Background: an optimization exercise with open tools, aiming at small area. Do not read the settings as production practice.
At most, simulation tests tie the RTL to the original design; equivalence was not proved.
For runs 5 to 8, only the layout was checked, not whether the RTL still works.
Power figures rest on the tool's default switching activity, not on a simulated workload.

===== flow/design.v =====
`timescale 1ns/1ps
module riscvTop (
   input  logic        CLK,
   input  logic        RSTn,
   output logic        iMemCsn,
   output logic [11:0] iMemAddr,    
   input  logic [31:0] iMemData,
   output logic        dMemCsn,
   output logic [11:0] dMemAddr,    
   output logic [31:0] dMemDout,
   input  logic [31:0] dMemData,
   output logic        dMemWen,
   output logic        rfWe,
   output logic [4:0]  rfRa1,
   output logic [4:0]  rfRa2,
   output logic [4:0]  rfWa,
   input  logic [31:0] rfRd1,
   input  logic [31:0] rfRd2,
   output logic [31:0] rfWd,
   output logic        halt,
   output logic [31:0] numInst
);
   logic [9:0]  pc;       
   logic [3:0]  ph;
   logic        p2;
   logic [31:0] r;
   logic [3:0]  prev;
   logic        carry, eq;
   wire [31:0] ins = iMemData;
   wire [2:0]  f3  = ins[14:12];
   wire isJal   = ins[3];
   wire isLui   = ins[2] & ~ins[3];
   wire isSys   = ins[6] & ins[4];
   wire isBr    = ins[6] & ~ins[4] & ~ins[2];
   wire isLoad  = ~ins[5] & ~ins[4];
   wire isStore = ~ins[6] & ins[5] & ~ins[4];
   wire isImm   = ~ins[5] & ins[4];
   wire isAlu   = ~ins[6] & ins[4] & ~ins[2];    
   wire isReg   = isAlu & ins[5];
   wire regWr   = isAlu | isLui | isJal | isLoad;
   wire aluOp   = isAlu & ~p2;
   wire isSll   = aluOp & (f3 == 3'b001);
   wire isSrl   = aluOp & (f3 == 3'b101);
   wire isSlt   = aluOp & (f3 == 3'b010);
   wire isLogic = aluOp & f3[2] & (f3[1] | ~f3[0]);    
   wire isSub   = ~p2 & ((isReg & (f3 == 3'b000) & ins[30]) | (isAlu & (f3 == 3'b010)) | isBr);
   wire prime = (ph == 4'd15);
   wire wr    = (ph == 4'd8);
   wire [2:0] dig = ph[2:0];
   wire [4:0] shamt = isImm ? ins[24:20] : rfRd2[4:0];
   wire       frac  = |shamt[1:0];
   logic [4:0] first;    
   logic [1:0] fs;
   always_comb begin
      first = 5'h1f;
      fs    = 2'd0;
      if (isSrl) begin
         first = {2'b0, shamt[4:2]} + {4'd0, frac} - 5'd1;
         fs    = -shamt[1:0];
      end else if (isSll) begin
         first = ~{2'b0, shamt[4:2]};
         fs    = shamt[1:0];
      end
   end
   logic [4:0] ri;
   wire  setup = (ph == 4'd14);
   always_ff @(posedge CLK) ri <= setup ? first : ri + 5'd1;
   wire       usePc   = isJal | p2;
   wire       inRange = (ri[4:3] == 2'b00) & ~isLui & ~usePc;
   logic [3:0] pcDig;
   always_comb begin
      case (dig)
         3'd0: pcDig = {pc[1:0], 2'b00};
         3'd1: pcDig = pc[5:2];
         3'd2: pcDig = pc[9:6];
         default: pcDig = 4'd0;
      endcase
   end
   wire [3:0] cur = inRange ? rfRd1[{ri[2:0], 2'b00} +: 4] : (usePc ? pcDig : 4'd0);
   wire [7:0] fun = {cur, prev};
   wire [3:0] opA;
   assign opA[0] = fun[4 - fs];
   assign opA[1] = fun[5 - fs];
   assign opA[2] = fun[6 - fs];
   assign opA[3] = fun[7 - fs];
   wire taken = isJal | (isBr & (eq ^ ins[12]));
   wire useS  = isStore | isBr;
   logic [3:0] immIS;
   always_comb begin
      case (dig)
         3'd0: immIS = useS ? ins[10:7] : ins[23:20];
         3'd1: immIS = {ins[27:25], useS ? ins[11] : ins[24]};
         3'd2: immIS = {p2 ? (isJal ? ins[20] : ins[7]) : ins[31], ins[30:28]};
         default: immIS = {4{ins[31]}};
      endcase
   end
   wire [3:0] immU   = (dig < 3'd3) ? 4'd0 : ins[{dig, 2'b00} +: 4];
   wire [3:0] four   = {1'b0, dig == 3'd0, 2'b00};
   wire [3:0] rs2Dig = rfRd2[{dig, 2'b00} +: 4];
   logic [3:0] opB;
   always_comb begin
      if (p2)                opB = taken ? immIS : four;
      else if (isReg | isBr) opB = rs2Dig;
      else if (isLui)        opB = immU;
      else if (isJal)        opB = four;
      else                   opB = immIS;
   end
   wire [3:0] bx = opB ^ {4{isSub}};
   logic [3:0] tt;
   always_comb begin
      if (isSll | isSrl) tt = 4'b1100;    
      else if (isSlt)    tt = 4'b0000;
      else if (isLogic)  tt = (f3[1:0] == 2'b00) ? 4'b0110 : (f3[0] ? 4'b1000 : 4'b1110);
      else               tt = 4'b0110;
   end
   wire arith = ~(isSll | isSrl | isSlt | isLogic);
   logic [4:0] c;
   logic [3:0] out;
   always_comb begin
      c[0] = carry;
      for (int i = 0; i < 4; i++) begin
         out[i]   = tt[{opA[i], bx[i]}] ^ (arith & c[i]);
         c[i + 1] = (opA[i] & bx[i]) | (c[i] & (opA[i] ^ bx[i]));
      end
   end
   wire b31 = isImm ? ins[31] : rfRd2[31];
   wire lt  = ~carry ^ rfRd1[31] ^ b31;
   wire p1dig = ~ph[3] & ~p2;
   always_ff @(posedge CLK) begin
      r     <= {out, r[31:4]};
      prev  <= cur;
      carry <= prime ? isSub : (~wr & c[4]);
      if (p1dig) eq <= ((dig == 3'd0) | eq) & (out == 4'd0);
   end
   wire last = p2 & (ph == 4'd2);
   always_ff @(posedge CLK) begin
      if (RSTn) begin
         ph   <= 4'd14;
         p2   <= 1'b0;
         pc   <= 10'd0;
         halt <= 1'b0;
      end else begin
         if (wr) begin
            ph <= 4'd0;
            p2 <= 1'b1;
         end else if (last) begin
            ph <= 4'd14;
            p2 <= 1'b0;
         end else
            ph <= ph + 4'd1;
         if (last && !isSys) pc <= {out, r[31:26]};
         if (wr && isSys) halt <= 1'b1;
      end
   end
   logic       cc, clr;
   wire        rot = p1dig & ~halt;
   wire [4:0]  inc = {1'b0, clr ? 4'd0 : numInst[3:0]} + {4'd0, (dig == 3'd0) | cc};
   always_ff @(posedge CLK) begin
      cc <= inc[4];
      if (rot) numInst <= {inc[3:0], numInst[31:4]};
      if (RSTn) clr <= 1'b1;
      else if (rot && dig == 3'd7) clr <= 1'b0;
   end
   assign iMemCsn  = 1'b0;
   assign iMemAddr = {pc, 2'b00};
   assign rfRa1    = ins[19:15];
   assign rfRa2    = ins[24:20];
   assign rfWa     = ins[11:7];
   assign rfWe     = wr & regWr & (ins[11:7] != 5'd0);
   assign rfWd     = isLoad ? dMemData : {r[31:1], r[0] | (isSlt & lt)};
   assign dMemCsn  = 1'b0;
   assign dMemWen  = ~(wr & isStore);
   assign dMemAddr = r[13:2];
   assign dMemDout = rfRd2;
endmodule

===== flow/flow/run.sh =====
#!/bin/bash
# Standard ORFS layout, except that the port buffers are the smallest buffer
# (buf_1) instead of the cell buffer_ports picks by default; the resizer still
# upsizes any of them that timing, slew or capacitance need.
set -euo pipefail
export BUFFER_PORTS_ARGS="-buffer_cell sky130_fd_sc_hd__buf_1"
bash standard.sh > standard_make.log 2>&1

===== flow/standard.sh =====
#!/bin/bash
# synth_recipe.tcl (not shown) runs the flow's synth.tcl, then flattens the netlist and writes it again
# the make line also repeats each setting of config.mk as NAME=value (left out here)
make -C /OpenROAD-flow-scripts/flow DESIGN_CONFIG=/design/flow/config.mk WORK_HOME=/design/flow/orfs CLKGATE_MAP_FILE= SYNTH_SCRIPT=/design/flow/synth_recipe.tcl "${@:-finish}"

===== flow/config.mk =====
export PLATFORM = sky130hd
export DESIGN_NAME = riscvTop
export DESIGN_NICKNAME = riscvTop
export VERILOG_FILES = /design/flow/design.v
export SDC_FILE = /design/flow/constraint.sdc
export NUM_CORES = 4
export LEC_CHECK = 0
export CAP_MARGIN = 20
export CORE_MARGIN = 2
export CORE_UTILIZATION = 40
export CTS_BUF_LIST = sky130_fd_sc_hd__clkbuf_8
export SLEW_MARGIN = 20

===== flow/constraint.sdc =====
create_clock -name core_clock -period 7.0 [get_ports {CLK}]
set_input_delay 1.4000 -clock core_clock [delete_from_list [all_inputs] [get_ports {CLK}]]
set_output_delay 1.4000 -clock core_clock [all_outputs]
set_load 0.01 [all_outputs]

==> flow_summary.ini, run 1 <==
[cts]
postCtsHoldBufs = 0
cts.sinks = 93
cts_tree = done
clockRootBuffer = clkbuf_8
ctsLongestPathBuffers = 2
htreeDepth = 3
cts-buffers-inserted = 9
worstSkewPairLatency_ns = 0.37
postCtsResizedCells = 0
clk_pin_slew_ns = 0.11
postCtsSetupRepairBufs = 0

[synthesis]
muxShareOfSynthArea_pct = 16.13
synthArstFlopShare_pct = 0
ys_ff_latch = 93
synth_fa_ha_area_share_pct = 3.741
synth_ff_type = dfxtp_1
synth_top_family_by_area = multiplexers
yosys.area.top_type = dfxtp_1
synth.cell_area_um2 = 6020
synthTopCellsByArea = dfxtp_1 (20%), edfxtp_1 (16%), buf_4 (8.0%)
yosys.area_share.simple_pct = 14.97
synth_top_area_share_pct = 19.95
yosys.cell_count.top_type = buf_4
seq_area_frac_synth_pct = 36.42
syn_area_per_cell_um2 = 9.884
synth_cells = 609
synth_cell_type_count = 77
yosys_warnings = 1
ys_top_cells_by_count = buf_4 (64), dfxtp_1 (60), nand2_1 (42), nor2_1 (37), mux2_2 (34)
synth_compound_area_share_pct = 15.36
synth_enable_flop_cells = 33
synth_xor_area_share_pct = 2.328

[sta]
max_freq_mhz = 172.2
finalSetupViolations = 0
min_period_ns = 5.808
worst_pin_slew_ns = 0.8933
fin_crit_sh_pct = 82.98
drv_slew = 0
skew_ns = 0.01663
tns_ns = 0
rsz0062_at_grt = false
hold_viol = 0
maxSlewHeadroom_pct = 40.30

[drt]
drc = 0
routedWlPerCell_um = 18.29
vias_per_cell = 5.396
final_antenna_net_count = 0
firstDrtPassIters = 5
drt-initial-drc-count = 303
vias = 5353
finalWirelength_um = 18140

[worst_setup_path]
critical_path_buf_inv_count = 5
cp_slowest_stage_delay_ns = 0.51
path_cells = buf_1, nor2b_2, mux2i_4, ha_1, nor2_1, a211oi_1, buf_4, inv_1, ha_1, inv_1, or3_1, o2111ai_1, and2_1, inv_1, ha_1, a21o_1, a21o_1, a21oi_1, nor2_1, or4_1, a32oi_1, nor4_1
cp.required_ns = 7.13
r2r_start = ph[0]$_SDFF_PP0_
cp_slowest_cell = or4_1
endpoint = eq$_DFFE_PP_
regToRegSetupSlack_ns = 1.72
critPathCaptureType = register
cp_max_fo = 7
r2r_cells = 18
critPathLaunch = iMemData[5]
r2r-end = eq$_DFFE_PP_
critical_path.top_delay_family = simple AND/OR/NAND/NOR gates
crit_type = input pin to register
cp.depth = 22
start_kind = input pin
worstPathArrival_ns = 5.94

[power_and_ir_drop]
ir_worst_vdd_mv = 0.1090
power.density_nw_per_um2 = 302.5
p_leak_nw = 2.484

[final_layout]
area_delta_synth_final_pct = 14.65
diodes = 0
layout.cells.non_filler = 992
multi_input_area_um2 = 3189
nets = 951
drive_above_1_share_pct = 11.39
regArea_um2 = 2192
nFillCells = 1443

[die]
core_area_um2 = 14640
initial_core_util_pct = 41.11
num_rows = 44
dieArea_um2 = 16050
die_w_um = 126.7
ioPinCount = 270
die_h_um = 126.7

[global_route]
grt.overflow.total = 0
grt_max_degree = 34
track_usage_pct = 21.96
grt_pass1_vias = 5187
antenna_found_initial = 0
grt_pass1_wl_um = 27560

[placed_design]
io_buffer_count = 263
placed_cells = 976
gp_congestion = 0.8922
hpwl_um = 14460

[flow_run]
cap_viol_max_count = 0

[run_status]
status = finished clean

[hold_path]
worstHoldPathType = register to register
-- power by group --
group	internal [mW]	leakage [nW]	switching, mW	total, mW
sequential	0.760	0.805	0.141	0.901
combinational	0.363	1.58	0.485	0.848
clock	0.135	0.0963	0.203	0.338
-- layout by cell type, fill, tap and decap left out, drive strengths merged, types with 15 or more instances in the layout --
cell    netlist  routed
mux2         35      35
dfxtp        60      60
ha           18      18
edfxtp       33      33
nand2        43      43
mux4         16      16
inv          16      20
buf          74     271
nor2         38      38
a21oi        28      28
mux2i        20      20
o21ai        22      22
nor3         15      15
-- cell families (layout without fill, tap and decap cells) --
| family | after synthesis | in the layout |
|---|---|---|
| AOI/OAI and AO/OA | 133 | 133 |
| buffers and inverters | 107 | 303 |
| and+or+nand+nor | 170 | 170 |
| other | 1 | 4 |
| xor gates and xnor gates | 16 | 16 |
| muxes | 71 | 71 |
| adders and majority gates | 18 | 18 |
| DFF | 93 | 93 |
-- registers in the layout, summed over array words and instances, names as in the netlist, 4 cells and up --
signal	flops
numInst	32
ph	4
pc	10
prev	4
ri	5
r	32
-- per-stage QoR --
step                      instance area, um2  util (%)  worst slack (ns)  hold WS [ns]  power (mW)
after detailed placement                6721     45.90            0.7951        0.3372       1.762
final                                   6902     47.13             1.192        0.3520       2.088
after floorplan                         6031         -             1.501        0.3272       1.524
after global routing                    6902     47.13            0.8137        0.3549       2.228
after CTS                               6902     47.13             1.203        0.3538       2.110
after global placement                  6721     45.90            0.8636        0.3360       1.744
-- per-layer routing --
layer | share of wire, % | up-vias | global-route usage (%)
met1 | 42 | 2525 | 27.05
met2 | 51 | 231 | 39.21
met4 | 1.9 | 0 | 6.917
met5 | 0 | - | 0
li1 | - | 2573 | -
met3 | 5.6 | 24 | 3.838
-- worst min-delay path by stage --
stage	depth (start not counted)	to	from
floorplan	0	r[10]$_DFF_P_	r[14]$_DFF_P_
global placement	0	r[18]$_DFF_P_	r[22]$_DFF_P_
detailed placement	0	r[11]$_DFF_P_	r[15]$_DFF_P_
CTS	0	r[20]$_DFF_P_	r[24]$_DFF_P_
global route	0	r[20]$_DFF_P_	r[24]$_DFF_P_
finish	0	r[20]$_DFF_P_	r[24]$_DFF_P_
-- cell type report --
class	count	share of cell area (%)
multi-input cells	412	46.21
flip-flops and latches	93	31.76
repair buffers	271	15.17
well taps	184	3.336
clock buffers	9	1.795
inverters	16	0.9065
clock inverters	7	0.8158
==> run 2, diff against run 1 <==
--- a/flow/design.v
+++ b/flow/design.v
@@ -22,7 +22,6 @@
 );
    logic [9:0]  pc;       
    logic [3:0]  ph;
-   logic        p2;
    logic [31:0] r;
    logic [3:0]  prev;
    logic        carry, eq;
@@ -44,8 +43,9 @@
    wire isSlt   = aluOp & (f3 == 3'b010);
    wire isLogic = aluOp & f3[2] & (f3[1] | ~f3[0]);    
    wire isSub   = ~p2 & ((isReg & (f3 == 3'b000) & ins[30]) | (isAlu & (f3 == 3'b010)) | isBr);
+   wire p2    = ph[3] & ~ph[2];             
    wire prime = (ph == 4'd15);
-   wire wr    = (ph == 4'd8);
+   wire wr    = ph[3] & ph[2] & ~ph[1];     
    wire [2:0] dig = ph[2:0];
    wire [4:0] shamt = isImm ? ins[24:20] : rfRd2[4:0];
    wire       frac  = |shamt[1:0];
@@ -130,24 +130,21 @@
       r     <= {out, r[31:4]};
       prev  <= cur;
       carry <= prime ? isSub : (~wr & c[4]);
-      if (p1dig) eq <= ((dig == 3'd0) | eq) & (out == 4'd0);
+      eq    <= ((p1dig & (dig == 3'd0)) | eq) & (~p1dig | (out == 4'd0));
    end
-   wire last = p2 & (ph == 4'd2);
+   wire last = p2 & ph[1];                  
    always_ff @(posedge CLK) begin
       if (RSTn) begin
          ph   <= 4'd14;
-         p2   <= 1'b0;
          pc   <= 10'd0;
          halt <= 1'b0;
       end else begin
-         if (wr) begin
-            ph <= 4'd0;
-            p2 <= 1'b1;
-         end else if (last) begin
-            ph <= 4'd14;
-            p2 <= 1'b0;
-         end else
-            ph <= ph + 4'd1;
+         case (ph)
+            4'd7:    ph <= 4'd12;
+            4'd12:   ph <= 4'd8;
+            4'd10:   ph <= 4'd14;
+            default: ph <= ph + 4'd1;
+         endcase
          if (last && !isSys) pc <= {out, r[31:26]};
          if (wr && isSys) halt <= 1'b1;
       end
==> flow/flow/run.sh (replaced) <==
#!/bin/bash
# Standard ORFS layout with two changes:
#  - ABC maps the combinational logic for area (flow/abc_area.script) instead
#    of ORFS's delay-oriented script; everything else in synthesis, including
#    the flip-flops and their names, is unchanged;
#  - the port buffers are the smallest buffer (buf_1); the resizer still
#    upsizes any that timing, slew or capacitance need.
set -euo pipefail
rm -rf scripts_local
cp -r "$FLOW_HOME/scripts" scripts_local
cp flow/abc_area.script scripts_local/abc_speed.script
export SCRIPTS_DIR="$PWD/scripts_local"
export BUFFER_PORTS_ARGS="-buffer_cell sky130_fd_sc_hd__buf_1"
export CTS_ARGS="-sink_clustering_enable -sink_clustering_levels 1 -repair_clock_nets -buf_list sky130_fd_sc_hd__clkbuf_8 -dont_use_dummy_load"
bash standard.sh > standard_make.log 2>&1
==> flow/flow/abc_area.script (new file) <==
strash
&get -n
&st
&syn2
&synch2
&put
dch -f
amap
strash
dch -f
amap
topo
stime -c
==> flow_summary.ini, run 2 <==
[final_layout]
nets = 918
nFillCells = 1281
drive_above_1_share_pct = 2.344
layout.cells.non_filler = 940
regArea_um2 = 2162
multi_input_area_um2 = 2268
diodes = 0
final_cell_mix = buf_1 (263), dfxtp_1 (60), o22ai_1 (54), clkinv_1 (51), nor2_1 (51)
final_common_cell = buf_1
top_regs = numInst x32, r x32, pc x10
area_delta_synth_final_pct = 18.16

[synthesis]
synth.cell_area_um2 = 5079
synth_top_area_share_pct = 23.65
synth_ff_type = dfxtp_1
ys_ff_latch = 92
synth_cells = 549
syn_area_per_cell_um2 = 9.251
yosys.cell_count.top_type = buf_4
synth_enable_flop_cells = 32
synthTopCellsByArea = dfxtp_1 (24%), edfxtp_1 (19%), buf_4 (9.3%)
seq_area_frac_synth_pct = 42.57
yosys.area.top_type = dfxtp_1
synthArstFlopShare_pct = 0
yosys_warnings = 1
ys_top_cells_by_count = buf_4 (63), dfxtp_1 (60), o22ai_1 (54), nor2_1 (53), clkinv_1 (51)
synth_cell_type_count = 38

[sta]
setup_ws_ns = 1.221
finalSetupViolations = 0
hold_viol = 0
worst_pin_slew_ns = 0.8708
max_freq_mhz = 173.0
rsz0062_at_grt = false
tns_ns = 0
drv_slew = 0
fin_crit_sh_pct = 82.56
maxSlewHeadroom_pct = 41.58
skew_ns = 0.02026
min_period_ns = 5.779

[die]
dieArea_um2 = 13610
ioPinCount = 270
die_h_um = 116.7
num_rows = 41
die_w_um = 116.7
core_area_um2 = 12520
initial_core_util_pct = 40.57

[cts]
ctsLongestPathBuffers = 2
clk_pin_slew_ns = 0.09
worstSkewPairLatency_ns = 0.36
htreeDepth = 3
clockRootBuffer = clkbuf_8
postCtsSetupRepairBufs = 0
cts-buffers-inserted = 9
postCtsResizedCells = 0
cts_tree = done
postCtsHoldBufs = 0
cts.sinks = 92

[worst_setup_path]
r2r_start = ph[2]$_SDFF_PP1_
critical_path.top_delay_family = simple AND/OR/NAND/NOR gates
critical_path_buf_inv_count = 7
path_cells = buf_1, clkinv_1, nor2_1, nand2_1, nor2_1, nand2_1, nor2_1, clkinv_1, ha_1, clkinv_1, o22ai_1, clkinv_1, ha_1, a21oi_1, clkinv_1, a21oi_1, clkinv_1, a21oi_1, or2_0, a21oi_1, nor4_1, o21a_1
crit_top_cell = clkinv_1
cp.required_ns = 7.31
regToRegSetupSlack_ns = 1.80
cp_max_fo = 9
r2r_cells = 21
cp_slowest_cell = nor2_1
cp_slowest_stage_delay_ns = 0.45
start_kind = input pin
r2r-end = eq$_DFF_P_
worstPathArrival_ns = 6.09
crit_type = input pin to register
critPathCaptureType = register

[drt]
drc = 0
routedWlPerCell_um = 16.47
drt-initial-drc-count = 298
vias = 5116
final_antenna_net_count = 0
finalWirelength_um = 15490
vias_per_cell = 5.443
firstDrtPassIters = 5

[global_route]
track_usage_pct = 21.55
antenna_found_initial = 0
grt_pass1_wl_um = 22960
grt.overflow.total = 0
grt_pass1_vias = 4538
grt_max_degree = 35

[run_status]
status = finished clean

[placed_design]
dp_slack_ns = 0.9297
io_buffer_count = 263
hpwl_um = 12200
placed_cells = 931
gp_congestion = 0.9335

[power_and_ir_drop]
p_leak_nw = 2.041
power.density_nw_per_um2 = 362.7
ir_worst_vdd_mv = 0.1919

[hold_path]
worstHoldPathCells = 0
worstHoldEndpoint = r[16]$_DFF_P_
worstHoldPathType = register to register
min_from = r[20]$_DFF_P_

[flow_run]
cap_viol_max_count = 0
## run 2: logic make-up (layout without fill, tap and decap cells)
logic type | count (synthesis) | after routing | share of synthesized area (%)
AOI/OAI and AO/OA | 215 | 215 | 30.45
adders and majority gates | 18 | 18 | 4.435
buffers and inverters | 114 | 330 | 13.08
DFF | 92 | 92 | 42.57
other | 1 | 4 | 0.07384
and+or+nand+nor | 109 | 109 | 9.386
## run 2: worst max path at each step
stage                      startpoint    endpoint  slack [ns]  depth (start not counted)
final                     iMemData[4]  eq$_DFF_P_        1.22                         22
after floorplan           iMemData[5]    rfWd[10]        1.66                          3
after global routing      iMemData[4]  eq$_DFF_P_        0.67                         23
after global placement    iMemData[4]  eq$_DFF_P_        1.04                         22
after detailed placement  iMemData[4]  eq$_DFF_P_        0.93                         22
after CTS                 iMemData[4]  eq$_DFF_P_        1.29                         22
## run 2: layout make-up
type / count / area share, %
Tap cell: 172 / 3.586
Inverter: 51 / 3.190
Timing Repair Buffer: 270 / 17.33
Sequential cell: 92 / 36.03
Multi-Input combinational cell: 346 / 37.80
Clock buffer: 9 / 2.064
## run 2: power by group
part	internal [mW]	total, mW	leakage, nW	switching (mW)
Clock	0.115	0.278	0.0647	0.162
Combinational	0.378	0.998	1.19	0.620
Sequential	0.757	0.901	0.791	0.144
Total	1.25	2.18	2.04	0.926
## run 2: per-stage QoR
step	hold WS (ns)	util (%)	cell area [um2]	power, mW
floorplan	0.3317	-	5090	1.588
global placement	0.3379	46.95	5877	1.897
detailed placement	0.3386	46.95	5877	1.910
CTS	0.3558	47.94	6001	2.192
global route	0.3607	47.94	6001	2.353
finish	0.3552	47.94	6001	2.176
## run 2: worst register-to-register path, cell delays in order (launching register included)
cell and delay [ns]:
dfxtp_1 0.66, nor2_1 0.24, nor2_1 0.22, nand2_1 0.12, nor2_1 0.24, nand2_1 0.11
nor2_1 0.45, clkinv_1 0.34, ha_1 0.42, clkinv_1 0.09, o22ai_1 0.29, clkinv_1 0.15
ha_1 0.31, a21oi_1 0.19, clkinv_1 0.08, a21oi_1 0.20, clkinv_1 0.09, a21oi_1 0.19
or2_0 0.17, a21oi_1 0.10, nor4_1 0.36, o21a_1 0.15
## run 2: layer usage
metal  wire [um]  track usage [%]  up-vias
met3        1269            4.463       18
met1        6695            27.74     2331
met2        7360            36.88      254
met5           0                0        -
met4         160            5.725        0
li1            -                -     2513
==> run 3, diff against run 2 <==
--- a/flow/flow/run.sh
+++ b/flow/flow/run.sh
@@ -11,5 +11,5 @@
 cp flow/abc_area.script scripts_local/abc_speed.script
 export SCRIPTS_DIR="$PWD/scripts_local"
 export BUFFER_PORTS_ARGS="-buffer_cell sky130_fd_sc_hd__buf_1"
-export CTS_ARGS="-sink_clustering_enable -sink_clustering_levels 1 -repair_clock_nets -buf_list sky130_fd_sc_hd__clkbuf_8 -dont_use_dummy_load"
+export CTS_ARGS="-sink_clustering_enable -sink_clustering_size 30 -sink_clustering_max_diameter 60 -repair_clock_nets -buf_list sky130_fd_sc_hd__clkbuf_8 -dont_use_dummy_load"
 bash standard.sh > standard_make.log 2>&1
==> flow_summary.ini, run 3 <==
[hold_path]
worstHoldPathCells = 0
worstHoldPathType = register to register

[worst_setup_path]
endpoint = eq$_DFF_P_
worstPathArrival_ns = 6.09
critPathLaunch = iMemData[4]
critPathCaptureType = register
start_kind = input pin
crit_type = input pin to register
r2r-end = eq$_DFF_P_
regToRegSetupSlack_ns = 1.80
cp.required_ns = 7.31
cp_max_fo = 9
r2r_cells = 21
r2r_start = ph[2]$_SDFF_PP1_

[global_route]
track_usage_pct = 21.55
grt.overflow.total = 0
antenna_found_initial = 0
grt_pass1_vias = 4538
grt_pass1_wl_um = 22960
grt_max_degree = 35

[drt]
finalWirelength_um = 15490
vias = 5116
final_antenna_net_count = 0
firstDrtPassIters = 5
vias_per_cell = 5.443
routedWlPerCell_um = 16.47
drt-initial-drc-count = 298
drc = 0

[synthesis]
synth_cells = 549
synth_enable_flop_cells = 32
synth_ff_type = dfxtp_1
syn_area_per_cell_um2 = 9.251
synth_top_area_share_pct = 23.65
ys_top_cells_by_count = buf_4 (63), dfxtp_1 (60), o22ai_1 (54), nor2_1 (53), clkinv_1 (51)
synth_cell_type_count = 38
synth.cell_area_um2 = 5079
synthArstFlopShare_pct = 0
yosys_warnings = 1
yosys.area.top_type = dfxtp_1
yosys.cell_count.top_type = buf_4
synthTopCellsByArea = dfxtp_1 (24%), edfxtp_1 (19%), buf_4 (9.3%)
ys_ff_latch = 92
seq_area_frac_synth_pct = 42.57

[power_and_ir_drop]
pwr-share-seq_pct = 41.4
ir_worst_vdd_mv = 0.1919
p_sw_share_pct = 42.57
power.density_nw_per_um2 = 362.7
p_leak_nw = 2.041
switching_power_mw = 0.9264
combPwrFrac_pct = 45.9
intPower_mw = 1.250
p_clk_share_pct = 12.8

[sta]
drv_slew = 0
skew_ns = 0.02026
hold_viol = 0
min_period_ns = 5.779
rsz0062_at_grt = false
maxSlewHeadroom_pct = 41.58
fin_crit_sh_pct = 82.56
worst_pin_slew_ns = 0.8708
tns_ns = 0
finalSetupViolations = 0
max_freq_mhz = 173.0

[cts]
postCtsResizedCells = 0
cts_tree = done
clk_pin_slew_ns = 0.09
cts-buffers-inserted = 9
ctsLongestPathBuffers = 2
postCtsHoldBufs = 0
worstSkewPairLatency_ns = 0.36
clockRootBuffer = clkbuf_8
postCtsSetupRepairBufs = 0
cts.sinks = 92
htreeDepth = 3

[die]
die_h_um = 116.7
initial_core_util_pct = 40.57
dieArea_um2 = 13610
core_area_um2 = 12520
ioPinCount = 270
num_rows = 41
die_w_um = 116.7

[final_layout]
regArea_um2 = 2162
top_regs = numInst x32, r x32, pc x10
multi_input_area_um2 = 2268
nets = 918
drive_above_1_share_pct = 2.344
final_cell_mix = buf_1 (263), dfxtp_1 (60), o22ai_1 (54), clkinv_1 (51), nor2_1 (51)
final_common_cell = buf_1
nFillCells = 1281
design_area_um2 = 6001
area_delta_synth_final_pct = 18.16
diodes = 0

[run_status]
status = finished clean

[placed_design]
dpl_cell_area_um2 = 5877
hpwl_um = 12200
gp_congestion = 0.9335
io_buffer_count = 263

[flow_run]
cap_viol_max_count = 0
==> run 3: cell counts in the layout (fill, tap and decap cells not counted) <==
Identical to the previous run, type by type.
==> run 3: worst min-delay path by stage <==
stage                             start       endpoint  slack, ns
after global routing      r[29]$_DFF_P_  r[25]$_DFF_P_       0.36
after detailed placement  r[20]$_DFF_P_  r[16]$_DFF_P_       0.34
final                     r[20]$_DFF_P_  r[16]$_DFF_P_       0.36
after floorplan           r[14]$_DFF_P_  r[10]$_DFF_P_       0.33
after CTS                 r[20]$_DFF_P_  r[16]$_DFF_P_       0.36
after global placement    r[21]$_DFF_P_  r[17]$_DFF_P_       0.34
==> run 3: cell type report <==
class | count | share of cell area, %
multi-input cells | 346 | 37.80
flip-flops and latches | 92 | 36.03
repair buffers | 270 | 17.33
well taps | 172 | 3.586
inverters | 51 | 3.190
clock buffers | 9 | 2.064
==> run 3: critical path: stages <==
cell      delay, ns
buf_1          0.17
clkinv_1       0.15
nor2_1         0.30
nand2_1        0.15
nor2_1         0.24
nand2_1        0.11
nor2_1         0.45
clkinv_1       0.34
ha_1           0.42
clkinv_1       0.09
o22ai_1        0.29
clkinv_1       0.15
ha_1           0.31
a21oi_1        0.19
clkinv_1       0.08
a21oi_1        0.20
clkinv_1       0.09
a21oi_1        0.19
or2_0          0.17
a21oi_1        0.10
nor4_1         0.36
o21a_1         0.15
==> run 3: cell families (layout without fill, tap and decap cells) <==
| kind of cell | after synthesis | in the layout | share of synthesized area (%) |
|---|---|---|---|
| AO/OA/AOI/OAI | 215 | 215 | 30.45 |
| adder cells (fa/ha/maj) | 18 | 18 | 4.435 |
| buffers and inverters | 114 | 330 | 13.08 |
| flip-flops | 92 | 92 | 42.57 |
| other | 1 | 4 | 0.07384 |
| AND/OR/NAND/NOR | 109 | 109 | 9.386 |
==> run 3: power by group through the flow <==
| stage | Combinational (mW) | Clock, mW | Sequential [mW] |
|---|---|---|---|
| detailed placement | 0.996 | 0 | 0.914 |
| floorplan | 0.669 | 0 | 0.919 |
| global placement | 0.992 | 0 | 0.906 |
| CTS | 1.00 | 0.288 | 0.903 |
| global route | 1.12 | 0.307 | 0.928 |
| finish | 0.998 | 0.278 | 0.901 |
==> run 3: stage by stage <==
| step | util (%) | setup WS, ns | hold slack (ns) | instances | power, mW |
|---|---|---|---|---|---|
| 6_report | 47.94 | 1.221 | 0.3552 | 940 | 2.176 |
| 3_5_place_dp | 46.95 | 0.9297 | 0.3386 | 931 | 1.910 |
| 2_1_floorplan | - | 1.665 | 0.3317 | 552 | 1.588 |
| 3_3_place_gp | 46.95 | 1.041 | 0.3379 | 931 | 1.897 |
| 5_1_grt | 47.94 | 0.6729 | 0.3607 | 940 | 2.353 |
| 4_1_cts | 47.94 | 1.294 | 0.3558 | 940 | 2.192 |
==> run 3: metal layers <==
layer	track usage (%)	up-vias	part of all wire, %
met5	0	-	0
met4	5.725	0	1.0
met3	4.463	18	8.2
met2	36.88	254	48
met1	27.74	2331	43
li1	-	2513	-
==> run 4, diff against run 3 <==
--- a/flow/flow/run.sh
+++ b/flow/flow/run.sh
@@ -11,5 +11,5 @@
 cp flow/abc_area.script scripts_local/abc_speed.script
 export SCRIPTS_DIR="$PWD/scripts_local"
 export BUFFER_PORTS_ARGS="-buffer_cell sky130_fd_sc_hd__buf_1"
-export CTS_ARGS="-sink_clustering_enable -sink_clustering_size 30 -sink_clustering_max_diameter 60 -repair_clock_nets -buf_list sky130_fd_sc_hd__clkbuf_8 -dont_use_dummy_load"
+export CTS_ARGS="-sink_clustering_enable -repair_clock_nets -buf_list sky130_fd_sc_hd__clkbuf_8 -dont_use_dummy_load"
 bash standard.sh > standard_make.log 2>&1
==> flow_summary.ini, run 4 <==
[drt]
final_antenna_net_count = 0
vias_per_cell = 5.443
drc = 0
finalWirelength_um = 15490
drt-initial-drc-count = 298
firstDrtPassIters = 5
routedWlPerCell_um = 16.47
vias = 5116

[worst_setup_path]
cp.required_ns = 7.31
cp_slowest_cell = nor2_1
cp_max_fo = 9
crit_type = input pin to register
worstPathArrival_ns = 6.09
critPathCaptureType = register
cp_slowest_stage_delay_ns = 0.45
crit_top_cell = clkinv_1
path_cells = buf_1, clkinv_1, nor2_1, nand2_1, nor2_1, nand2_1, nor2_1, clkinv_1, ha_1, clkinv_1, o22ai_1, clkinv_1, ha_1, a21oi_1, clkinv_1, a21oi_1, clkinv_1, a21oi_1, or2_0, a21oi_1, nor4_1, o21a_1
start_kind = input pin

[synthesis]
synth_enable_flop_cells = 32
yosys_warnings = 1
ys_ff_latch = 92
yosys.area.top_type = dfxtp_1
synth_ff_type = dfxtp_1
seq_area_frac_synth_pct = 42.57
synth_cells = 549
synth_cell_type_count = 38
ys_top_cells_by_count = buf_4 (63), dfxtp_1 (60), o22ai_1 (54), nor2_1 (53), clkinv_1 (51)
syn_area_per_cell_um2 = 9.251
synthTopCellsByArea = dfxtp_1 (24%), edfxtp_1 (19%), buf_4 (9.3%)
synthArstFlopShare_pct = 0
synth.cell_area_um2 = 5079
yosys.cell_count.top_type = buf_4
synth_top_area_share_pct = 23.65

[cts]
htreeDepth = 3
cts-buffers-inserted = 9
postCtsHoldBufs = 0
cts.sinks = 92
clockRootBuffer = clkbuf_8
clk_pin_slew_ns = 0.09
postCtsResizedCells = 0
cts_tree = done
postCtsSetupRepairBufs = 0
worstSkewPairLatency_ns = 0.36
ctsLongestPathBuffers = 2

[placed_design]
dp_slack_ns = 0.9297
hpwl_um = 12200
gp_congestion = 0.9335
io_buffer_count = 263

[final_layout]
top_regs = numInst x32, r x32, pc x10
diodes = 0
nFillCells = 1281
drive_above_1_share_pct = 2.344
regArea_um2 = 2162
multi_input_area_um2 = 2268
final_cell_mix = buf_1 (263), dfxtp_1 (60), o22ai_1 (54), clkinv_1 (51), nor2_1 (51)
final_common_cell = buf_1
final_util_pct = 47.94
area_delta_synth_final_pct = 18.16
nets = 918

[sta]
drv_slew = 0
worst_pin_slew_ns = 0.8708
skew_ns = 0.02026
setup_ws_ns = 1.221
tns_ns = 0
fin_crit_sh_pct = 82.56
maxSlewHeadroom_pct = 41.58
max_freq_mhz = 173.0
finalSetupViolations = 0
timing.hold.ws_ns = 0.3552
rsz0062_at_grt = false
hold_viol = 0
min_period_ns = 5.779

[global_route]
antenna_found_initial = 0
track_usage_pct = 21.55
grt_pass1_wl_um = 22960
grt_max_degree = 35
grt_pass1_vias = 4538
grt.overflow.total = 0

[die]
core_area_um2 = 12520
initial_core_util_pct = 40.57
dieArea_um2 = 13610
die_w_um = 116.7
ioPinCount = 270
die_h_um = 116.7
num_rows = 41

[power_and_ir_drop]
power.density_nw_per_um2 = 362.7
p_leak_nw = 2.041
ir_worst_vdd_mv = 0.1919
finalPower_mw = 2.176

[run_status]
status = finished clean

[flow_run]
cap_viol_max_count = 0

[hold_path]
worstHoldPathType = register to register
run 4: cell counts after synthesis:
Identical to the previous run, type by type.
run 4: logic make-up after synthesis:
group | count (synthesis) | synth area share, %
fa+ha+maj | 18 | 4.435
flops | 92 | 42.57
other cells | 1 | 0.07384
compound gates | 215 | 30.45
simple gates | 109 | 9.386
buf+inv | 114 | 13.08
run 4: final timing paths:
| path | end | slack [ns] | cells past startpoint | startpoint |
|---|---|---|---|---|
| max | eq$_DFF_P_ | 1.22 | 22 | iMemData[4] |
| min | r[16]$_DFF_P_ | 0.36 | 0 | r[20]$_DFF_P_ |
| max reg2reg | eq$_DFF_P_ | 1.80 | 21 | ph[2]$_SDFF_PP1_ |
| min reg2reg | r[16]$_DFF_P_ | 0.36 | 0 | r[20]$_DFF_P_ |
run 4: layout make-up:
| cell class | instances | area share, % |
|---|---|---|
| Clock buffer | 9 | 2.064 |
| Tap cell | 172 | 3.586 |
| Sequential cell | 92 | 36.03 |
| Multi-Input combinational cell | 346 | 37.80 |
| Inverter | 51 | 3.190 |
| Timing Repair Buffer | 270 | 17.33 |
run 4: routing by layer:
layer | up-vias | routed length (um) | global-route usage, %
li1 | 2513 | - | -
met1 | 2331 | 6695 | 27.74
met2 | 254 | 7360 | 36.88
met3 | 18 | 1269 | 4.463
met4 | 0 | 160 | 5.725
met5 | - | 0 | 0
run 4: metrics by stage:
stage                     cell area, um2  cells
final                               6001    940
after global routing                6001    940
after CTS                           6001    940
after detailed placement            5877    931
after global placement              5877    931
after floorplan                     5090    552
run 4: report_power, final:
part	switching [mW]	internal, mW
logic	0.620	0.378
registers	0.144	0.757
clock network	0.162	0.115
run 4: worst max-delay path: cells and delay by family:
family,cells,cell delay (ns)
AO/OA/AOI/OAI,6,1.12
adder cells (fa/ha/maj),2,0.73
buffers and inverters,7,1.07
AND/OR/NAND/NOR,7,1.78
==> run 5, diff against run 4 <==
--- a/flow/design.v
+++ b/flow/design.v
@@ -49,22 +49,17 @@
    wire [2:0] dig = ph[2:0];
    wire [4:0] shamt = isImm ? ins[24:20] : rfRd2[4:0];
    wire       frac  = |shamt[1:0];
-   logic [4:0] first;    
+   logic [4:0] ri;
    logic [1:0] fs;
    always_comb begin
-      first = 5'h1f;
-      fs    = 2'd0;
-      if (isSrl) begin
-         first = {2'b0, shamt[4:2]} + {4'd0, frac} - 5'd1;
-         fs    = -shamt[1:0];
-      end else if (isSll) begin
-         first = ~{2'b0, shamt[4:2]};
-         fs    = shamt[1:0];
-      end
+      fs = 2'd0;
+      if (isSrl)      fs = -shamt[1:0];
+      else if (isSll) fs = shamt[1:0];
    end
-   logic [4:0] ri;
-   wire  setup = (ph == 4'd14);
-   always_ff @(posedge CLK) ri <= setup ? first : ri + 5'd1;
+   wire [4:0] first = isSrl ? {2'b00, shamt[4:2]} : isSll ? {2'b11, ~shamt[4:2]} : 5'h1f;
+   wire       setup = (ph == 4'd14);
+   wire       hold  = prime & isSrl & ~frac;
+   always_ff @(posedge CLK) ri <= setup ? first : ri + {4'd0, ~hold};
    wire       usePc   = isJal | p2;
    wire       inRange = (ri[4:3] == 2'b00) & ~isLui & ~usePc;
    logic [3:0] pcDig;
==> flow_summary.ini, run 5 <==
[placed_design]
dp_slack_ns = 0.8118
gp_congestion = 0.9106
io_buffer_count = 263
dpl_cell_area_um2 = 5882
hpwl_um = 12620

[run_status]
status = finished clean

[hold_path]
worstHoldPathCells = 0
min_from = r[24]$_DFF_P_
worstHoldPathType = register to register
worstHoldEndpoint = r[20]$_DFF_P_

[synthesis]
synth_ff_type = dfxtp_1
seq_area_frac_synth_pct = 42.59
synth_compound_area_share_pct = 30.02
synth_cells = 559
muxShareOfSynthArea_pct = 0
synth_fa_ha_area_share_pct = 3.944
synth_enable_flop_cells = 32
synth.cell_area_um2 = 5076
synth_xor_area_share_pct = 0
synth_top_family_by_area = compound AO/OA/AOI/OAI gates
yosys.area.top_type = dfxtp_1
yosys.area_share.simple_pct = 10.28
yosys_warnings = 1
syn_area_per_cell_um2 = 9.081
ys_top_cells_by_count = buf_4 (63), nor2_1 (63), dfxtp_1 (60), o22ai_1 (53), clkinv_1 (51)
synthTopCellsByArea = dfxtp_1 (24%), edfxtp_1 (19%), buf_4 (9.3%)
synthArstFlopShare_pct = 0
synth_cell_type_count = 38
ys_ff_latch = 92
synth_top_area_share_pct = 23.66

[cts]
ctsLongestPathBuffers = 2
postCtsHoldBufs = 0
cts_tree = done
worstSkewPairLatency_ns = 0.38
clk_pin_slew_ns = 0.10
htreeDepth = 3
cts-buffers-inserted = 9
postCtsSetupRepairBufs = 0
postCtsResizedCells = 0
cts.sinks = 92
clockRootBuffer = clkbuf_8

[drt]
firstDrtPassIters = 5
drc = 0
routedWlPerCell_um = 16.77
highest_layer = met4
finalWirelength_um = 15950
met2_length_um = 7570
wl_met3_um = 1057
drt-initial-drc-count = 283
wl_met1_um = 7167
vias = 5180
final_antenna_net_count = 0
vias_per_cell = 5.447

[worst_setup_path]
r2r_cells = 23
r2r_start = ph[1]$_SDFF_PP1_
r2r-end = eq$_DFF_P_
cp.required_ns = 7.29
cp_max_fo = 9
crit_type = input pin to register
worstPathArrival_ns = 6.15
start_kind = input pin
regToRegSetupSlack_ns = 1.63
critPathCaptureType = register

[die]
core_area_um2 = 12520
ioPinCount = 270
dieArea_um2 = 13610
die_w_um = 116.7
die_h_um = 116.7
num_rows = 41
initial_core_util_pct = 40.55

[final_layout]
area_delta_synth_final_pct = 18.31
regArea_um2 = 2162
multi_input_area_um2 = 2266
drive_above_1_share_pct = 2.439
nets = 927
final_cell_mix = buf_1 (263), nor2_1 (61), dfxtp_1 (60), o22ai_1 (53), clkinv_1 (51)
nFillCells = 1271
top_regs = numInst x32, r x32, pc x10
final_common_cell = buf_1
diodes = 0
design_area_um2 = 6006

[global_route]
grt_max_degree = 35
antenna_found_initial = 0
grt.overflow.total = 0
track_usage_pct = 22.41
grt_pass1_vias = 4531
grt_pass1_wl_um = 23420

[sta]
max_freq_mhz = 170.5
rsz0062_at_grt = false
tns_ns = 0
min_period_ns = 5.866
maxSlewHeadroom_pct = 45.71
finalSetupViolations = 0
setup_ws_ns = 1.134
hold_viol = 0
worst_pin_slew_ns = 0.8093
drv_slew = 0
skew_ns = 0.02525
fin_crit_sh_pct = 83.79

[power_and_ir_drop]
p_leak_nw = 2.054
ir_worst_vdd_mv = 0.1665
power.density_nw_per_um2 = 363.2

[flow_run]
cap_viol_max_count = 0
## run 5: metrics by stage
step | util (%) | instances | power, mW | hold WS, ns
global route | 47.98 | 951 | 2.355 | 0.3444
CTS | 47.98 | 951 | 2.195 | 0.3271
finish | 47.98 | 951 | 2.181 | 0.3259
detailed placement | 46.99 | 942 | 1.908 | 0.3392
global placement | 46.99 | 942 | 1.890 | 0.3352
floorplan | - | 562 | 1.581 | 0.3317
## run 5: kinds of logic after synthesis
logic type | count (synthesis)
fa+ha+maj | 16
compound gates | 215
other cells | 1
flops | 92
simple gates | 121
buf+inv | 114
## run 5: routing by layer
layer	up-vias	GRT usage, %
met1	2388	29.45
met5	-	0
met3	14	4.100
met2	237	37.83
met4	0	6.510
li1	2541	-
## run 5: worst max-delay path by stage
stage / from / slack, ns / end
final: iMemData[4] / 1.13 / eq$_DFF_P_
after global routing: iMemData[4] / 0.43 / eq$_DFF_P_
after CTS: iMemData[4] / 1.13 / eq$_DFF_P_
after detailed placement: iMemData[4] / 0.81 / eq$_DFF_P_
after global placement: iMemData[4] / 0.97 / eq$_DFF_P_
after floorplan: iMemData[5] / 1.66 / rfWd[10]
## run 5: critical path, stage by stage
cell	delay, ns
buf_1	0.17
clkinv_1	0.15
nor2_1	0.30
nand2_1	0.14
nor2_1	0.25
clkinv_1	0.15
nor2_1	0.47
clkinv_1	0.35
ha_1	0.43
clkinv_1	0.09
o22ai_1	0.27
clkinv_1	0.15
ha_1	0.31
a21oi_1	0.18
clkinv_1	0.08
a21oi_1	0.18
clkinv_1	0.08
a21oi_1	0.19
or2_0	0.16
a21oi_1	0.11
nor4_1	0.34
nor2_1	0.08
a21oi_1	0.12
## run 5: area by class of cell
type | count | share of cell area, %
repair buffers | 271 | 17.44
clock buffers | 9 | 2.063
inverters | 51 | 3.188
flip-flops and latches | 92 | 36.00
well taps | 172 | 3.583
multi-input cells | 356 | 37.73
## run 5: where the power goes
part / internal (mW) / switching [mW] / leakage [nW]
combinational: 0.375 / 0.627 / 1.20
sequential: 0.756 / 0.144 / 0.793
clock: 0.115 / 0.164 / 0.0647
total: 1.25 / 0.935 / 2.05
==> run 6, diff against run 5 <==
--- a/flow/config.mk
+++ b/flow/config.mk
@@ -7,6 +7,6 @@
 export LEC_CHECK = 0
 export CAP_MARGIN = 20
 export CORE_MARGIN = 2
-export CORE_UTILIZATION = 40
+export CORE_UTILIZATION = 65
 export CTS_BUF_LIST = sky130_fd_sc_hd__clkbuf_8
 export SLEW_MARGIN = 20
==> flow_summary.ini, run 6 <==
[global_route]
grt_max_degree = 35
grt_pass1_vias = 5047
grt.overflow.total = 0
antenna_found_initial = 0
grt_pass1_wl_um = 25880
track_usage_pct = 38.69

[worst_setup_path]
cp.required_ns = 7.27
critical_path_buf_inv_count = 8
cp_slowest_cell = nor2_1
worstPathArrival_ns = 6.24
cp_slowest_stage_delay_ns = 0.49
cp_max_fo = 9
path_cells = buf_1, clkinv_1, nor2_1, nand2_1, nor2_1, clkinv_1, nor2_1, clkinv_1, ha_1, clkinv_1, o22ai_1, clkinv_1, ha_1, a21oi_1, clkinv_1, a21oi_1, clkinv_1, a21oi_1, or2_0, a21oi_1, nor4_1, nor2_1, a21oi_1
critPathCaptureType = register
crit_top_cell = clkinv_1
start_kind = input pin
critical_path.top_delay_family = simple AND/OR/NAND/NOR gates
crit_type = input pin to register

[drt]
drc = 0
vias_per_cell = 6.366
firstDrtPassIters = 6
drt-initial-drc-count = 737
finalWirelength_um = 16940
final_antenna_net_count = 0
vias = 5596
routedWlPerCell_um = 19.28

[synthesis]
synthTopCellsByArea = dfxtp_1 (24%), edfxtp_1 (19%), buf_4 (9.3%)
synth_fa_ha_area_share_pct = 3.944
ys_ff_latch = 92
yosys.area.top_type = dfxtp_1
muxShareOfSynthArea_pct = 0
synth_cell_type_count = 38
syn_area_per_cell_um2 = 9.081
seq_area_frac_synth_pct = 42.59
synth_top_family_by_area = compound AO/OA/AOI/OAI gates
synth_ff_type = dfxtp_1
synth_xor_area_share_pct = 0
synth_cells = 559
synth_compound_area_share_pct = 30.02
synthArstFlopShare_pct = 0
synth.cell_area_um2 = 5076
synth_enable_flop_cells = 32
ys_top_cells_by_count = buf_4 (63), nor2_1 (63), dfxtp_1 (60), o22ai_1 (53), clkinv_1 (51)
yosys.area_share.simple_pct = 10.28
yosys_warnings = 1
synth_top_area_share_pct = 23.66

[sta]
fin_crit_sh_pct = 85.32
finalSetupViolations = 0
worst_pin_slew_ns = 0.8365
maxSlewHeadroom_pct = 43.89
rsz0062_at_grt = false
max_freq_mhz = 167.4
skew_ns = 0.03915
min_period_ns = 5.973
drv_slew = 0
tns_ns = 0
hold_viol = 0

[die]
ioPinCount = 270
dieArea_um2 = 8532
initial_core_util_pct = 66.38
num_rows = 32
core_area_um2 = 7647
die_h_um = 92.37
die_w_um = 92.37

[placed_design]
io_buffer_count = 263
gp_congestion = 0.9060
hpwl_um = 13060

[final_layout]
top_regs = numInst x32, r x32, pc x10
diodes = 0
regArea_um2 = 2162
nets = 925
drive_above_1_share_pct = 2.188
multi_input_area_um2 = 2266
area_delta_synth_final_pct = 16.29
final_util_pct = 77.19
final_cell_mix = buf_1 (263), nor2_1 (61), dfxtp_1 (60), o22ai_1 (53), clkinv_1 (51)
nFillCells = 544
final_common_cell = buf_1

[cts]
cts-buffers-inserted = 9
htreeDepth = 3
clockRootBuffer = clkbuf_8
postCtsResizedCells = 0
postCtsHoldBufs = 0
worstSkewPairLatency_ns = 0.36
cts.sinks = 92
ctsLongestPathBuffers = 2
clk_pin_slew_ns = 0.10
cts_tree = done
postCtsSetupRepairBufs = 0

[power_and_ir_drop]
switching_power_mw = 0.9680
p_sw_share_pct = 43.78
power.density_nw_per_um2 = 374.6
p_clk_share_pct = 12.6
p_leak_nw = 2.044
ir_worst_vdd_mv = 0.2260
intPower_mw = 1.243
combPwrFrac_pct = 45.1
pwr-share-seq_pct = 42.4

[run_status]
status = finished clean

[flow_run]
cap_viol_max_count = 0

[hold_path]
worstHoldPathType = register to register
[run 6: cell types whose count changed in the layout (fill, tap and decap cells not counted), sizes merged]
cell,delta
buf,-2
[run 6: worst paths after layout]
check,start,slack [ns],end,cells past startpoint
worst max-delay path,iMemData[4],1.03,eq$_DFF_P_,23
worst min-delay path,r[25]$_DFF_P_,0.34,r[21]$_DFF_P_,0
worst max register to register,ph[2]$_SDFF_PP1_,1.37,eq$_DFF_P_,22
worst min register to register,r[25]$_DFF_P_,0.34,r[21]$_DFF_P_,0
[run 6: layout make-up]
| cell class | instances | share of cell area, % |
|---|---|---|
| Clock buffer | 9 | 2.098 |
| Inverter | 51 | 3.243 |
| Multi-Input combinational cell | 356 | 38.38 |
| Sequential cell | 92 | 36.63 |
| Tap cell | 102 | 2.162 |
| Timing Repair Buffer | 269 | 17.49 |
[run 6: layer usage]
layer / wire (um) / vias up / GRT usage [%] / share of wire, %
met5: 0 / - / 0 / 0
met4: 873 / 0 / 18.28 / 5.2
met3: 1742 / 78 / 8.462 / 10
met2: 8300 / 417 / 67.52 / 49
met1: 6029 / 2584 / 45.20 / 36
li1: - / 2517 / - / -
[run 6: power groups by stage]
stage               logic, mW  registers [mW]  clock network, mW
finish                  0.996           0.937              0.278
global route             1.08           0.957              0.298
CTS                     0.978           0.930              0.280
detailed placement      0.965           0.937                  0
global placement        0.927           0.916                  0
floorplan               0.662           0.919                  0
[run 6: cell families after synthesis]
logic type / after synthesis
buf+inv: 114
other cells: 1
fa+ha+maj: 16
simple gates: 121
flops: 92
compound gates: 215
[run 6: worst reg2reg max path, cell delays in order (launching register included)]
cell and delay [ns]:
dfxtp_1 0.83, nor2_1 0.28, nor2_1 0.25, nand2_1 0.13
nor2_1 0.27, clkinv_1 0.16, nor2_1 0.49, clkinv_1 0.37
ha_1 0.43, clkinv_1 0.09, o22ai_1 0.27, clkinv_1 0.14
ha_1 0.31, a21oi_1 0.19, clkinv_1 0.08, a21oi_1 0.20
clkinv_1 0.08, a21oi_1 0.18, or2_0 0.16, a21oi_1 0.12
nor4_1 0.35, nor2_1 0.08, a21oi_1 0.13
[run 6: through the flow]
step	hold slack [ns]	setup slack, ns	instance area, um2	total power [mW]	cells
4_1_cts	0.3377	1.147	5903	2.189	879
2_1_floorplan	0.3317	1.665	5087	1.581	562
3_3_place_gp	0.3377	1.096	5779	1.843	870
5_1_grt	0.3413	0.4762	5903	2.339	879
6_report	0.3353	1.027	5903	2.211	879
3_5_place_dp	0.3421	0.8290	5779	1.902	870
==> run 7, diff against run 6 <==
--- a/flow/config.mk
+++ b/flow/config.mk
@@ -7,6 +7,7 @@
 export LEC_CHECK = 0
 export CAP_MARGIN = 20
 export CORE_MARGIN = 2
-export CORE_UTILIZATION = 65
+export CORE_UTILIZATION = 40
 export CTS_BUF_LIST = sky130_fd_sc_hd__clkbuf_8
+export GPL_ROUTABILITY_DRIVEN = 0
 export SLEW_MARGIN = 20
==> flow_summary.ini, run 7 <==
[final_layout]
nFillCells = 1263
area_delta_synth_final_pct = 18.02
nets = 925
drive_above_1_share_pct = 2.188
final_cell_mix = buf_1 (263), nor2_1 (61), dfxtp_1 (60), o22ai_1 (53), clkinv_1 (51)
diodes = 0
top_regs = numInst x32, r x32, pc x10
final_common_cell = buf_1

[power_and_ir_drop]
finalPower_mw = 2.151
p_clk_share_pct = 12.7
p_sw_share_pct = 42.36
ir_worst_vdd_mv = 0.1698
switching_power_mw = 0.9111
intPower_mw = 1.240
combPwrFrac_pct = 45.4
power.density_nw_per_um2 = 359.1
p_leak_nw = 2.044
pwr-share-seq_pct = 41.8

[sta]
rsz0062_at_grt = false
min_period_ns = 5.885
tns_ns = 0
maxSlewHeadroom_pct = 45.63
max_freq_mhz = 169.9
worst_pin_slew_ns = 0.8106
hold_viol = 0
skew_ns = 0.02413
finalSetupViolations = 0
fin_crit_sh_pct = 84.07
drv_slew = 0

[synthesis]
synth_top_area_share_pct = 23.66
synth_cells = 559
ys_ff_latch = 92
synthTopCellsByArea = dfxtp_1 (24%), edfxtp_1 (19%), buf_4 (9.3%)
synth_ff_type = dfxtp_1
yosys.area.top_type = dfxtp_1
synth_cell_type_count = 38
yosys_warnings = 1
synth.cell_area_um2 = 5076
synthArstFlopShare_pct = 0
seq_area_frac_synth_pct = 42.59
synth_enable_flop_cells = 32
syn_area_per_cell_um2 = 9.081
ys_top_cells_by_count = buf_4 (63), nor2_1 (63), dfxtp_1 (60), o22ai_1 (53), clkinv_1 (51)

[hold_path]
worstHoldPathType = register to register
worstHoldPathCells = 0
min_from = r[20]$_DFF_P_
worstHoldEndpoint = r[16]$_DFF_P_

[die]
die_w_um = 116.7
die_h_um = 116.7
dieArea_um2 = 13610
ioPinCount = 270
initial_core_util_pct = 40.55
num_rows = 41
core_area_um2 = 12520

[cts]
postCtsHoldBufs = 0
htreeDepth = 3
ctsLongestPathBuffers = 2
postCtsSetupRepairBufs = 0
postCtsResizedCells = 0
cts-buffers-inserted = 9
cts.sinks = 92
worstSkewPairLatency_ns = 0.36
cts_tree = done
clk_pin_slew_ns = 0.08
clockRootBuffer = clkbuf_8

[flow_run]
cap_viol_max_count = 0

[global_route]
grt_pass1_vias = 4409
grt.met1_usage_pct = 28.30
antenna_found_initial = 0
grt_max_degree = 35
grtUsageMet3_pct = 4.255
grt_pass1_wl_um = 22540
grtUsageMet2_pct = 36.09
grt.overflow.total = 0
track_usage_pct = 21.51
grt_busiest_layer = met2

[drt]
drt-initial-drc-count = 316
vias = 5122
finalWirelength_um = 15350
firstDrtPassIters = 5
vias_per_cell = 5.397
drc = 0
final_antenna_net_count = 0
routedWlPerCell_um = 16.18

[worst_setup_path]
start_kind = input pin
r2r_start = ph[1]$_SDFF_PP1_
cp.required_ns = 7.27
cp_max_fo = 9
crit_type = input pin to register
r2r-end = eq$_DFF_P_
worstPathArrival_ns = 6.15
r2r_cells = 22
regToRegSetupSlack_ns = 1.45
critPathCaptureType = register

[run_status]
status = finished clean

[placed_design]
io_buffer_count = 263
hpwl_um = 12100
-- run 7: cell counts after synthesis --
No cell type changed its count.
-- run 7: power by group through the flow --
| stage | sequential, mW | clock [mW] | combinational, mW |
|---|---|---|---|
| after floorplan | 0.919 | 0 | 0.662 |
| after global placement | 0.906 | 0 | 0.964 |
| after detailed placement | 0.914 | 0 | 0.971 |
| after CTS | 0.902 | 0.288 | 0.977 |
| after global routing | 0.927 | 0.306 | 1.10 |
| final | 0.900 | 0.273 | 0.977 |
-- run 7: area by class of cell --
class | count | area [um2] | area share [%]
clock buffers | 9 | 123.9 | 2.068
inverters | 51 | 191.4 | 3.195
flip-flops and latches | 92 | 2162 | 36.09
well taps | 172 | 215.2 | 3.592
repair buffers | 269 | 1032 | 17.23
multi-input cells | 356 | 2266 | 37.82
-- run 7: worst max path at each step --
stage,from,slack [ns],endpoint,cells after the start
after floorplan,iMemData[5],1.66,rfWd[10],3
after global routing,iMemData[4],0.71,eq$_DFF_P_,23
final,iMemData[4],1.12,eq$_DFF_P_,23
after CTS,iMemData[4],1.21,eq$_DFF_P_,23
after global placement,iMemData[4],0.97,eq$_DFF_P_,23
after detailed placement,iMemData[4],0.89,eq$_DFF_P_,23
-- run 7: worst max-delay path, stage by stage --
cell and delay, ns:
buf_1 0.17, clkinv_1 0.16, nor2_1 0.27, nand2_1 0.14, nor2_1 0.27, clkinv_1 0.16
nor2_1 0.46, clkinv_1 0.36, ha_1 0.42, clkinv_1 0.08, o22ai_1 0.28, clkinv_1 0.14
ha_1 0.31, a21oi_1 0.20, clkinv_1 0.09, a21oi_1 0.18, clkinv_1 0.08, a21oi_1 0.18
or2_0 0.15, a21oi_1 0.11, nor4_1 0.33, nor2_1 0.08, a21oi_1 0.11
-- run 7: logic make-up after synthesis --
logic type      Yosys count  share of synthesized area [%]
compound gates          215                          30.02
simple gates            121                          10.28
buf+inv                 114                          13.09
flops                    92                          42.59
fa+ha+maj                16                          3.944
other cells               1                        0.07388
-- run 7: metal layers --
layer	wire length, um	vias up
li1	-	2529
met1	6692	2312
met3	1265	19
met4	173	0
met5	0	-
met2	7221	262
-- run 7: through the flow --
stage | setup WS, ns | hold slack [ns] | util (%) | instances | area [um2]
detailed placement | 0.8871 | 0.3414 | 46.87 | 940 | 5867
global placement | 0.9675 | 0.3347 | 46.87 | 940 | 5867
floorplan | 1.665 | 0.3317 | - | 562 | 5087
global route | 0.7093 | 0.3576 | 47.86 | 949 | 5991
finish | 1.115 | 0.3546 | 47.86 | 949 | 5991
CTS | 1.214 | 0.3561 | 47.86 | 949 | 5991
==> run 8, diff against run 7 <==
--- a/flow/config.mk
+++ b/flow/config.mk
@@ -7,7 +7,7 @@
 export LEC_CHECK = 0
 export CAP_MARGIN = 20
 export CORE_MARGIN = 2
-export CORE_UTILIZATION = 40
+export CORE_UTILIZATION = 55
 export CTS_BUF_LIST = sky130_fd_sc_hd__clkbuf_8
-export GPL_ROUTABILITY_DRIVEN = 0
+export PLACE_DENSITY = 0.75
 export SLEW_MARGIN = 20
==> flow_summary.ini, run 8 <==
[cts]
htreeDepth = 3
clockRootBuffer = clkbuf_8
worstSkewPairLatency_ns = 0.37
postCtsSetupRepairBufs = 0
ctsLongestPathBuffers = 2
cts_tree = done
cts.sinks = 92
cts-buffers-inserted = 9
postCtsResizedCells = 0
postCtsHoldBufs = 0
clk_pin_slew_ns = 0.11

[final_layout]
nFillCells = 772
final_cell_mix = buf_1 (263), nor2_1 (61), dfxtp_1 (60), o22ai_1 (53), clkinv_1 (51)
top_regs = numInst x32, r x32, pc x10
nets = 925
final_util_pct = 64.93
diodes = 0
design_area_um2 = 5914
layout.cells.non_filler = 888
final_common_cell = buf_1
area_delta_synth_final_pct = 16.51
drive_above_1_share_pct = 2.188

[flow_run]
cap_viol_max_count = 0

[placed_design]
gp_congestion = 0.9029
dp_slack_ns = 0.7923
hpwl_um = 11820
io_buffer_count = 263
dpl_cell_area_um2 = 5791
placed_cells = 879

[sta]
hold_viol = 0
min_period_ns = 5.969
drv_slew = 0
skew_ns = 0.04409
max_freq_mhz = 167.5
tns_ns = 0
fin_crit_sh_pct = 85.27
rsz0062_at_grt = false
maxSlewHeadroom_pct = 45.39
setup_ws_ns = 1.031
timing.hold.ws_ns = 0.3265
finalSetupViolations = 0
worst_pin_slew_ns = 0.8140

[die]
die_h_um = 100.1
initial_core_util_pct = 55.73
core_area_um2 = 9109
die_w_um = 100.1
ioPinCount = 270
num_rows = 35
dieArea_um2 = 10010

[hold_path]
worstHoldPathCells = 0
worstHoldPathType = register to register

[global_route]
grt_pass1_wl_um = 22470
grt.overflow.total = 0
track_usage_pct = 28.52
antenna_found_initial = 0
grt_pass1_vias = 4545
grt_max_degree = 35

[drt]
drt-initial-drc-count = 377
vias = 5257
firstDrtPassIters = 7
finalWirelength_um = 15150
vias_per_cell = 5.920
routedWlPerCell_um = 17.06
final_antenna_net_count = 0
drc = 0

[worst_setup_path]
cp.required_ns = 7.27
cp_max_fo = 9
worstPathArrival_ns = 6.24
start_kind = input pin
critPathCaptureType = register
crit_type = input pin to register
r2r_cells = 22

[synthesis]
seq_area_frac_synth_pct = 42.59
synthTopCellsByArea = dfxtp_1 (24%), edfxtp_1 (19%), buf_4 (9.3%)
synth_cells = 559
synth_enable_flop_cells = 32
ys_top_cells_by_count = buf_4 (63), nor2_1 (63), dfxtp_1 (60), o22ai_1 (53), clkinv_1 (51)
synth.cell_area_um2 = 5076
ys_ff_latch = 92
yosys_warnings = 1
synth_ff_type = dfxtp_1
yosys.area.top_type = dfxtp_1
synth_cell_type_count = 38
synthArstFlopShare_pct = 0
synth_top_area_share_pct = 23.66
syn_area_per_cell_um2 = 9.081

[power_and_ir_drop]
p_leak_nw = 2.045
power.density_nw_per_um2 = 366.5
finalPower_mw = 2.168
ir_worst_vdd_mv = 0.1845

[run_status]
status = finished clean
-- run 8: cell counts after synthesis --
Identical to the previous run, type by type.
-- run 8: cells by family after synthesis --
logic type / Yosys count / synth area share, %
adders and majority gates: 16 / 3.944
and+or+nand+nor: 121 / 10.28
other: 1 / 0.07388
AOI/OAI and AO/OA: 215 / 30.02
DFF: 92 / 42.59
buffers and inverters: 114 / 13.09
-- run 8: layout make-up --
type | count | area, um2 | share of cell area, %
Multi-Input combinational cell | 356 | 2266 | 38.31
Inverter | 51 | 191.4 | 3.237
Tap cell | 111 | 138.9 | 2.348
Sequential cell | 92 | 2162 | 36.56
Timing Repair Buffer | 269 | 1032 | 17.45
Clock buffer | 9 | 123.9 | 2.094
-- run 8: where the power goes --
group | leakage, nW | internal [mW] | switching [mW]
logic | 1.19 | 0.370 | 0.615
clock network | 0.0647 | 0.116 | 0.167
registers | 0.793 | 0.756 | 0.145
-- run 8: path summary, 6_finish.rpt --
kind,startpoint,to,slack [ns]
hold reg to reg,r[25]$_DFF_P_,r[21]$_DFF_P_,0.33
setup / recovery,iMemData[4],eq$_DFF_P_,1.03
hold / removal,r[25]$_DFF_P_,r[21]$_DFF_P_,0.33
setup reg to reg,ph[2]$_SDFF_PP1_,eq$_DFF_P_,1.28
-- run 8: critical path, cell delays in order --
cell and delay [ns]:
buf_1 0.15, clkinv_1 0.15, nor2_1 0.29, nand2_1 0.16, nor2_1 0.25, clkinv_1 0.16
nor2_1 0.50, clkinv_1 0.41, ha_1 0.44, clkinv_1 0.09, o22ai_1 0.29, clkinv_1 0.15
ha_1 0.31, a21oi_1 0.18, clkinv_1 0.08, a21oi_1 0.18, clkinv_1 0.08, a21oi_1 0.17
or2_0 0.15, a21oi_1 0.10, nor4_1 0.33, nor2_1 0.07, a21oi_1 0.12
-- run 8: metal layers --
layer | GRT usage [%] | part of all wire [%] | vias up
met5 | 0 | 0 | -
met4 | 9.378 | 1.6 | 0
met3 | 4.666 | 7.3 | 19
met2 | 49.53 | 49 | 259
met1 | 36.34 | 42 | 2462
li1 | - | - | 2517

afterwards: timing with drivers on the ports:
How much do the figures lean on ideal ports? The routed layouts below were timed once more, with nothing changed but the port constraints. Step 1 sets driving cells, clkbuf_16 on the clock port and buf_2 on the other inputs (assumed; they add their load-dependent delay and slew). Step 2 times the ports against the registers' clock, not the clock port: input delays grow and output delays shrink by t, the midpoint of the rising clock arrivals with the driver on. Slacks: no drivers / after step 1 / after step 2; pairs: no drivers / after step 1.
run	t (ns)	setup WS [ns]	pins driven straight from the clock port
run 1	0.401	1.192 / 1.207 / 0.805	1
run 2	0.382	1.221 / 1.226 / 0.844	1
run 3	0.382	1.221 / 1.226 / 0.844	1
run 4	0.382	1.221 / 1.226 / 0.844	1
run 5	0.402	1.134 / 1.142 / 0.740	1
run 6	0.369	1.027 / 1.038 / 0.669	1
run 7	0.382	1.115 / 1.127 / 0.745	1
run 8	0.377	1.031 / 1.030 / 0.653	1
After both steps setup and hold are still met in every run listed. The setup slack of run 5, which loses most, moves by +0.008 ns with the drivers and by -0.394 ns with both steps.
